Source: an optimization exercise on an open RTL-to-GDS flow (aim: small area, a short achievable clock period and few clock cycles). Production flows keep margins and buffers that such runs may drop. RTL that was checked went through simulation tests only; none was proved equivalent to the original. No activity file was given, so power comes from the tool's default toggle rates.

// instruction_hazard_detector_top
module instruction_hazard_detector_top (
   input  wire logic                       clock,
   input  wire logic                       reset,
   input  wire logic                       req_valid,
   output logic                            req_stall,
   input  wire logic                       req_start_program,
   input  wire logic [hdc_pkg::REG_W-1:0]  req_dest_reg,
   input  wire logic                       req_dest_present,
   input  wire logic [hdc_pkg::REG_W-1:0]  req_src_a_reg,
   input  wire logic                       req_src_a_present,
   input  wire logic [hdc_pkg::REG_W-1:0]  req_src_b_reg,
   input  wire logic                       req_src_b_present,
   output logic                            rsp_valid,
   input  wire logic                       rsp_stall,
   output logic [hdc_pkg::KIND_W-1:0]      rsp_dep_kind,
   output logic [hdc_pkg::OIDX_W-1:0]      rsp_earlier_index,
   output logic [hdc_pkg::OIDX_W-1:0]      rsp_later_index,
   output logic [hdc_pkg::REG_W-1:0]       rsp_shared_reg,
   output logic                            rsp_last_result
);
Size: roughly 1900 cells after synthesis, ~42 I/O pins.
==> flow/config.mk <==
export PLATFORM = sky130hd
export DESIGN_NAME = instruction_hazard_detector_top
export DESIGN_NICKNAME = instruction_hazard_detector_top
export VERILOG_FILES = /design/flow/design.v
export SDC_FILE = /design/flow/constraint.sdc
export NUM_CORES = 4
export LEC_CHECK = 0
export ABC_CLOCK_PERIOD_IN_PS = 1800
export CAP_MARGIN = 20
export CORE_MARGIN = 2
export CORE_UTILIZATION = 50
export SETUP_SLACK_MARGIN = 2.8
export SLEW_MARGIN = 20
export TNS_END_PERCENT = 0
==> flow/constraint.sdc <==
create_clock -name core_clock -period 4.5 [get_ports {clock}]
set_input_delay 0.9000 -clock core_clock [delete_from_list [all_inputs] [get_ports {clock}]]
set_output_delay 0.9000 -clock core_clock [all_outputs]
set_load 0.01 [all_outputs]
run.sh (not shown) runs the stock make flow with config.mk's settings and CLKGATE_MAP_FILE= SYNTH_SCRIPT=/design/flow/synth_recipe.tcl, a recipe that flattens the netlist after the stock synthesis.
The baseline went through all stages and came out clean.
Rerun with:
ABC_CLOCK_PERIOD_IN_PS = 2300   (was 1800)
SETUP_SLACK_MARGIN = 2.0   (was 2.8)
Result: Sequential share of layout area is higher by 0.23 points; via count is lower by 0.53%; worst setup slack loses 0.087 ns; combinational power is lower by 2.8%; total power barely changes; global-route usage is lower by 0.18 points; die area is unchanged; clock skew barely changes; utilization is lower by 0.29 points; cell area is lower by 0.49%; cell count is lower by 0.38%.
Rerun with:
ABC_CLOCK_PERIOD_IN_PS = 2000   (was 2300)
SETUP_SLACK_MARGIN = 2.5   (was 2.0)
After rerunning: The new run completed without violations. Via count rises by 0.53%. Power is about the same. Maximum frequency rises by 3.4%. Synthesized area is unchanged. Sequential power stays flat. Synthesized cell count does not change. Hold slack is about the same.
No functional check of the RTL was part of any run of this note.


instruction_hazard_detector_top, a different RTL version from the one above (not shown whole).
Size: ~1900 cells after synthesis, about 470 flip-flops, about 42 I/O pins, roughly 23000 sq um of cells after synthesis.
make LEC_CHECK=0 ABC_CLOCK_PERIOD_IN_PS=2000 CAP_MARGIN=20 CORE_MARGIN=2 CORE_UTILIZATION=50 CTS_CLUSTER_DIAMETER=100 CTS_CLUSTER_SIZE=30 SETUP_SLACK_MARGIN=2.5 SLEW_MARGIN=20 TNS_END_PERCENT=0 finish   # period 4.5 ns
Testbench counts at the start, summed over its fixed seeds: cycles 6,815.
Edit:
--- a/flow/config.mk
+++ b/flow/config.mk
@@ -9,7 +9,7 @@
 export CAP_MARGIN = 20
 export CORE_MARGIN = 2
-export CORE_UTILIZATION = 50
+export CORE_UTILIZATION = 60
 export CTS_CLUSTER_DIAMETER = 100
-export CTS_CLUSTER_SIZE = 30
+export CTS_CLUSTER_SIZE = 25
 export SETUP_SLACK_MARGIN = 2.5
 export SLEW_MARGIN = 20
Result: Die area drops by 16%; routed wire length drops by 4.2%; worst setup slack is better by 0.014 ns; power stays flat; clock-buffer cell count climbs by 8; clock skew barely changes; global-route usage climbs by 4.7 points.
Edit:
--- a/flow/config.mk
+++ b/flow/config.mk
@@ -9,5 +9,5 @@
 export CAP_MARGIN = 20
 export CORE_MARGIN = 2
-export CORE_UTILIZATION = 60
+export CORE_UTILIZATION = 50
 export CTS_CLUSTER_DIAMETER = 100
 export CTS_CLUSTER_SIZE = 25
What happened:
- global-route usage drops by 4.6 points
- area after synthesis does not change
- sequential cell count stays the same
- clock power climbs by about 4%
- non-clock buffer count climbs by 5
- combinational power stays flat
- sequential share of layout area barely changes
- worst hold slack is worse by 0.0096 ns
- total power climbs by 1.1%
- die area climbs by 20%
Edit:
--- a/flow/config.mk
+++ b/flow/config.mk
@@ -6,11 +6,9 @@
 export NUM_CORES = 4
 export LEC_CHECK = 0
-export ABC_CLOCK_PERIOD_IN_PS = 2000
+export ABC_CLOCK_PERIOD_IN_PS = 1700
 export CAP_MARGIN = 20
 export CORE_MARGIN = 2
 export CORE_UTILIZATION = 50
-export CTS_CLUSTER_DIAMETER = 100
-export CTS_CLUSTER_SIZE = 25
-export SETUP_SLACK_MARGIN = 2.5
+export SETUP_SLACK_MARGIN = 3.0
 export SLEW_MARGIN = 20
 export TNS_END_PERCENT = 0
Clock power went up by 65%.
Routed wire length went up by 1.1%.
Fmax barely changes.
Sequential power is about the same.
Hold slack gets worse by 0.0099 ns.
Global-route usage went up by 0.51 points.
Setup slack gets worse by 0.0036 ns.
Synthesized area stays the same.
Critical path depth went down by 1.
Die area does not change.
Utilization went up by 2.0 points.
Edit:
--- a/flow/config.mk
+++ b/flow/config.mk
@@ -6,9 +6,9 @@
 export NUM_CORES = 4
 export LEC_CHECK = 0
-export ABC_CLOCK_PERIOD_IN_PS = 1700
+export ABC_CLOCK_PERIOD_IN_PS = 2000
 export CAP_MARGIN = 20
 export CORE_MARGIN = 2
 export CORE_UTILIZATION = 50
-export SETUP_SLACK_MARGIN = 3.0
+export SETUP_SLACK_MARGIN = 2.5
 export SLEW_MARGIN = 20
 export TNS_END_PERCENT = 0
Effect:
- The new run finished clean
- total power is unchanged
- wire length is unchanged
- via count does not change
- count of clock-buffer cells in the layout is unchanged
- utilization does not change
- setup slack does not change
Edit:
--- a/flow/config.mk
+++ b/flow/config.mk
@@ -6,5 +6,5 @@
 export NUM_CORES = 4
 export LEC_CHECK = 0
-export ABC_CLOCK_PERIOD_IN_PS = 2000
+export ABC_AREA = 1
 export CAP_MARGIN = 20
 export CORE_MARGIN = 2
Result: The new run produced a clean layout. Combinational power rises by 38%. Utilization falls by 1.5 points. Total power rises by 8.0%. Critical path depth stays the same. Setup slack loses 0.033 ns. Die area rises by 3.7%.


== before ==
The RTL this note starts from:
==> flow/design.v <==
`timescale 1ns / 1ps
`default_nettype none
package hdc_pkg;
   localparam int WINDOW_DEPTH = 16;
   localparam int IDX_W        = $clog2(WINDOW_DEPTH);
   localparam int COUNT_W      = $clog2(WINDOW_DEPTH + 1);
   localparam int REG_W  = 5;
   localparam int KIND_W = 3;
   localparam int OIDX_W = 4;
   localparam logic [KIND_W-1:0] KIND_RAW  = 3'd0;
   localparam logic [KIND_W-1:0] KIND_WAR  = 3'd1;
   localparam logic [KIND_W-1:0] KIND_WAW  = 3'd2;
   localparam logic [KIND_W-1:0] KIND_NONE = 3'd3;
   localparam logic [KIND_W-1:0] KIND_FULL = 3'd4;
   localparam int HIT_RAW = 0;
   localparam int HIT_WAR = 1;
   localparam int HIT_WAW = 2;
endpackage
`default_nettype wire
`timescale 1ns / 1ps
`default_nettype none
module hdc_cell (
   input  wire logic                      clock,
   input  wire logic                      wr_en,
   input  wire logic                      live,
   input  wire logic [hdc_pkg::REG_W-1:0] c_dst,
   input  wire logic                      c_dok,
   input  wire logic [hdc_pkg::REG_W-1:0] c_sa,
   input  wire logic                      c_aok,
   input  wire logic [hdc_pkg::REG_W-1:0] c_sb,
   input  wire logic                      c_bok,
   output logic [hdc_pkg::REG_W-1:0]      dst,
   output logic [2:0]                     hit
);
   logic [hdc_pkg::REG_W-1:0] e_dst, e_sa, e_sb;
   logic                      e_dok, e_aok, e_bok;
   always_ff @(posedge clock) begin
      if (wr_en) begin
         e_dst <= c_dst;
         e_dok <= c_dok;
         e_sa  <= c_sa;
         e_aok <= c_aok;
         e_sb  <= c_sb;
         e_bok <= c_bok;
      end
   end
   assign hit[hdc_pkg::HIT_RAW] = live && e_dok &&
                                  ((c_aok && e_dst == c_sa) || (c_bok && e_dst == c_sb));
   assign hit[hdc_pkg::HIT_WAR] = live && c_dok &&
                                  ((e_aok && e_sa == c_dst) || (e_bok && e_sb == c_dst));
   assign hit[hdc_pkg::HIT_WAW] = live && e_dok && c_dok && e_dst == c_dst;
   assign dst = e_dst;
endmodule
`default_nettype wire
`timescale 1ns / 1ps
`default_nettype none
module instruction_hazard_detector_top (
   input  wire logic                       clock,
   input  wire logic                       reset,
   input  wire logic                       req_valid,
   output logic                            req_stall,
   input  wire logic                       req_start_program,
   input  wire logic [hdc_pkg::REG_W-1:0]  req_dest_reg,
   input  wire logic                       req_dest_present,
   input  wire logic [hdc_pkg::REG_W-1:0]  req_src_a_reg,
   input  wire logic                       req_src_a_present,
   input  wire logic [hdc_pkg::REG_W-1:0]  req_src_b_reg,
   input  wire logic                       req_src_b_present,
   output logic                            rsp_valid,
   input  wire logic                       rsp_stall,
   output logic [hdc_pkg::KIND_W-1:0]      rsp_dep_kind,
   output logic [hdc_pkg::OIDX_W-1:0]      rsp_earlier_index,
   output logic [hdc_pkg::OIDX_W-1:0]      rsp_later_index,
   output logic [hdc_pkg::REG_W-1:0]       rsp_shared_reg,
   output logic                            rsp_last_result
);
   localparam int D = hdc_pkg::WINDOW_DEPTH;
   localparam int N = 3 * D;
   logic [hdc_pkg::COUNT_W-1:0] count_ff, count_in;
   logic [N-1:0]                pend_ff, pend_in;
   logic                        fullk_ff, fullk_in;    
   logic [hdc_pkg::REG_W-1:0]   cdst_ff, cdst_in;
   logic [hdc_pkg::IDX_W-1:0]   later_ff, later_in;
   logic                        busy_ff, busy_in;      
   logic                        single_ff, single_in;  
   logic                        rsp_valid_ff, rsp_valid_in;
   logic [hdc_pkg::KIND_W-1:0]  kind_ff, kind_in;
   logic [hdc_pkg::OIDX_W-1:0]  early_ff, early_in;
   logic [hdc_pkg::OIDX_W-1:0]  late_ff, late_in;
   logic [hdc_pkg::REG_W-1:0]   shreg_ff, shreg_in;
   logic                        last_ff, last_in;
   logic [hdc_pkg::COUNT_W-1:0] eff_count;
   logic [hdc_pkg::IDX_W-1:0]   pos;
   logic                        full, accept, load, out_free, move, pend_any;
   logic                        hits_one, pend_two;
   logic [N-1:0]                hits, clr;
   logic [D-1:0]                ent_any, sel;
   logic [hdc_pkg::REG_W*D-1:0] dsts;
   logic [2:0]                  kind_sel;
   logic [hdc_pkg::IDX_W-1:0]   sel_idx;
   logic [hdc_pkg::REG_W-1:0]   sel_dst;
   assign pend_any  = |pend_ff;
   assign out_free  = !rsp_valid_ff || !rsp_stall;
   assign req_stall = busy_ff && !(single_ff && out_free);
   assign accept    = req_valid && !req_stall;
   assign move      = busy_ff && out_free;
   assign eff_count = req_start_program ? '0 : count_ff;
   assign full      = eff_count == hdc_pkg::COUNT_W'(D);
   assign pos       = eff_count[hdc_pkg::IDX_W-1:0];
   assign load      = accept && !full;
   for (genvar i = 0; i < D; i++) begin : g_cell
      hdc_cell u_cell (
         .clock (clock),
         .wr_en (load && pos == hdc_pkg::IDX_W'(i)),
         .live  (hdc_pkg::COUNT_W'(i) < eff_count),
         .c_dst (req_dest_reg),
         .c_dok (req_dest_present),
         .c_sa  (req_src_a_reg),
         .c_aok (req_src_a_present),
         .c_sb  (req_src_b_reg),
         .c_bok (req_src_b_present),
         .dst   (dsts[hdc_pkg::REG_W*i +: hdc_pkg::REG_W]),
         .hit   (hits[3*i +: 3])
      );
   end
   always_comb begin
      logic [63:0] ha, hm, pa, pm, pt;
      ha = 64'(hits);
      hm = '0;
      pa = 64'(pend_ff);
      pm = '0;
      pt = '0;
      for (int l = 1; l <= 6; l++) begin
         for (int j = 0; j < (64 >> l); j++) begin
            hm[j] = hm[2*j] | hm[2*j+1] | (ha[2*j] & ha[2*j+1]);
            ha[j] = ha[2*j] | ha[2*j+1];
            pt[j] = pt[2*j] | pt[2*j+1] | (pm[2*j] & pa[2*j+1]) | (pa[2*j] & pm[2*j+1]);
            pm[j] = pm[2*j] | pm[2*j+1] | (pa[2*j] & pa[2*j+1]);
            pa[j] = pa[2*j] | pa[2*j+1];
         end
      end
      hits_one = !hm[0];
      pend_two = !pt[0];
   end
   always_comb begin
      logic seen;
      seen = 1'b0;
      clr      = '0;
      kind_sel = '0;
      sel_idx  = '0;
      sel_dst  = '0;
      for (int i = 0; i < D; i++) begin
         ent_any[i] = |pend_ff[3*i +: 3];
         sel[i]     = ent_any[i] && !seen;
         seen       = seen || ent_any[i];
      end
      for (int i = 0; i < D; i++) begin
         logic [2:0] pk;
         pk[0] = pend_ff[3*i];
         pk[1] = pend_ff[3*i+1] && !pend_ff[3*i];
         pk[2] = pend_ff[3*i+2] && !pend_ff[3*i+1] && !pend_ff[3*i];
         clr[3*i +: 3] = sel[i] ? pk : 3'b000;
         kind_sel = kind_sel | clr[3*i +: 3];
         sel_idx  = sel_idx | (sel[i] ? hdc_pkg::IDX_W'(i) : '0);
         sel_dst  = sel_dst | (sel[i] ? dsts[hdc_pkg::REG_W*i +: hdc_pkg::REG_W] : '0);
      end
   end
   always_comb begin
      count_in     = count_ff;
      pend_in      = pend_ff;
      fullk_in     = fullk_ff;
      cdst_in      = cdst_ff;
      later_in     = later_ff;
      rsp_valid_in = rsp_valid_ff && rsp_stall;
      kind_in      = kind_ff;
      early_in     = early_ff;
      late_in      = late_ff;
      shreg_in     = shreg_ff;
      last_in      = last_ff;
      busy_in      = busy_ff;
      single_in    = single_ff;
      if (move) begin
         rsp_valid_in = 1'b1;
         pend_in      = pend_ff & ~clr;
         busy_in      = !single_ff;
         single_in    = pend_two;
         if (pend_any) begin
            early_in = sel_idx;
            late_in  = later_ff;
            last_in  = single_ff;
            if (kind_sel[hdc_pkg::HIT_RAW]) begin
               kind_in  = hdc_pkg::KIND_RAW;
               shreg_in = sel_dst;
            end else if (kind_sel[hdc_pkg::HIT_WAR]) begin
               kind_in  = hdc_pkg::KIND_WAR;
               shreg_in = cdst_ff;
            end else begin
               kind_in  = hdc_pkg::KIND_WAW;
               shreg_in = cdst_ff;
            end
         end else begin
            kind_in  = fullk_ff ? hdc_pkg::KIND_FULL : hdc_pkg::KIND_NONE;
            early_in = '0;
            late_in  = fullk_ff ? '0 : later_ff;
            shreg_in = '0;
            last_in  = 1'b1;
         end
      end
      if (accept) begin
         pend_in  = full ? '0 : hits;
         busy_in  = 1'b1;
         single_in = full || hits_one;
         fullk_in = full;
         cdst_in  = req_dest_reg;
         later_in = pos;
         count_in = full ? eff_count : eff_count + hdc_pkg::COUNT_W'(1);
      end
   end
   always_ff @(posedge clock) begin
      if (reset) begin
         count_ff     <= '0;
         pend_ff      <= '0;
         busy_ff      <= 1'b0;
         single_ff    <= 1'b1;
         rsp_valid_ff <= 1'b0;
      end else begin
         count_ff     <= count_in;
         pend_ff      <= pend_in;
         busy_ff      <= busy_in;
         single_ff    <= single_in;
         rsp_valid_ff <= rsp_valid_in;
      end
      fullk_ff <= fullk_in;
      cdst_ff  <= cdst_in;
      later_ff <= later_in;
      kind_ff  <= kind_in;
      early_ff <= early_in;
      late_ff  <= late_in;
      shreg_ff <= shreg_in;
      last_ff  <= last_in;
   end
   assign rsp_valid         = rsp_valid_ff;
   assign rsp_dep_kind      = kind_ff;
   assign rsp_earlier_index = early_ff;
   assign rsp_later_index   = late_ff;
   assign rsp_shared_reg    = shreg_ff;
   assign rsp_last_result   = last_ff;
endmodule
`default_nettype wire
Settings: LEC_CHECK=0, ABC_CLOCK_PERIOD_IN_PS=2200, CAP_MARGIN=20, CORE_MARGIN=2, CORE_UTILIZATION=40, SETUP_SLACK_MARGIN=2.2, SLEW_MARGIN=20; clock period 4.5 ns.
Testbench counts of before, summed over its fixed seeds: cycles 6,807.
Here is what was changed in the inputs of after compared with before.
- a change of CORE_UTILIZATION from 40 to 60
==> comparison <==
Routed wire in after totals more than in before. Taking before as the reference, in after layout-stage area growth over the synthesis result went up 2.2 points; least setup slack across all paths after layout -0.019 ns; initial core utilization shows an increase of 20 points. For the number of vias per cell after detailed routing, after came in 14% higher than before did.

## port drivers added, routing unchanged
The results above use ideal ports. As a check the final layouts listed here were re-extracted and re-timed, cells and wires unchanged.
Step 1 (the two cells are an assumption about what drives the block):
set clk [get_ports {clock}]
set_driving_cell -lib_cell sky130_fd_sc_hd__clkbuf_16 $clk
set_driving_cell -lib_cell sky130_fd_sc_hd__buf_2 [delete_from_list [all_inputs] $clk]
Step 2 also shifts input and output timing later by t, the mid clock arrival at the registers, as if the neighbouring blocks saw the same clock.
Three values: ideal ports, drivers, drivers and shift; two values: the first two.
run | t (ns) | setup WS [ns] | latest minus earliest clock arrival (ns)
the first run of note 1 | 0.657 | 1.910 / 1.910 / 1.357 | 0.027 / 0.027
the second run of note 1 | 0.657 | 1.822 / 1.822 / 1.310 | 0.025 / 0.025
the third run of note 1 | 0.657 | 1.910 / 1.910 / 1.357 | 0.027 / 0.027
the first run of note 2 | 0.620 | 2.136 / 2.109 / 1.630 | 0.023 / 0.024
the second run of note 2 | 0.625 | 2.150 / 2.101 / 1.586 | 0.021 / 0.021
the third run of note 2 | 0.630 | 2.111 / 2.103 / 1.567 | 0.016 / 0.016
the fourth run of note 2 | 0.657 | 2.107 / 2.102 / 1.540 | 0.023 / 0.023
the fifth run of note 2 | 0.657 | 2.107 / 2.102 / 1.540 | 0.023 / 0.023
the sixth run of note 2 | 0.654 | 2.074 / 2.094 / 1.456 | 0.024 / 0.024
before | 0.639 | 1.703 / 1.699 / 1.059 | 0.023 / 0.023
after | 0.617 | 1.684 / 1.621 / 1.005 | 0.027 / 0.027
After both steps every run listed still meets setup and hold. For after, which loses most, drivers alone change the setup slack by -0.063 ns; drivers and shift together by -0.679 ns.
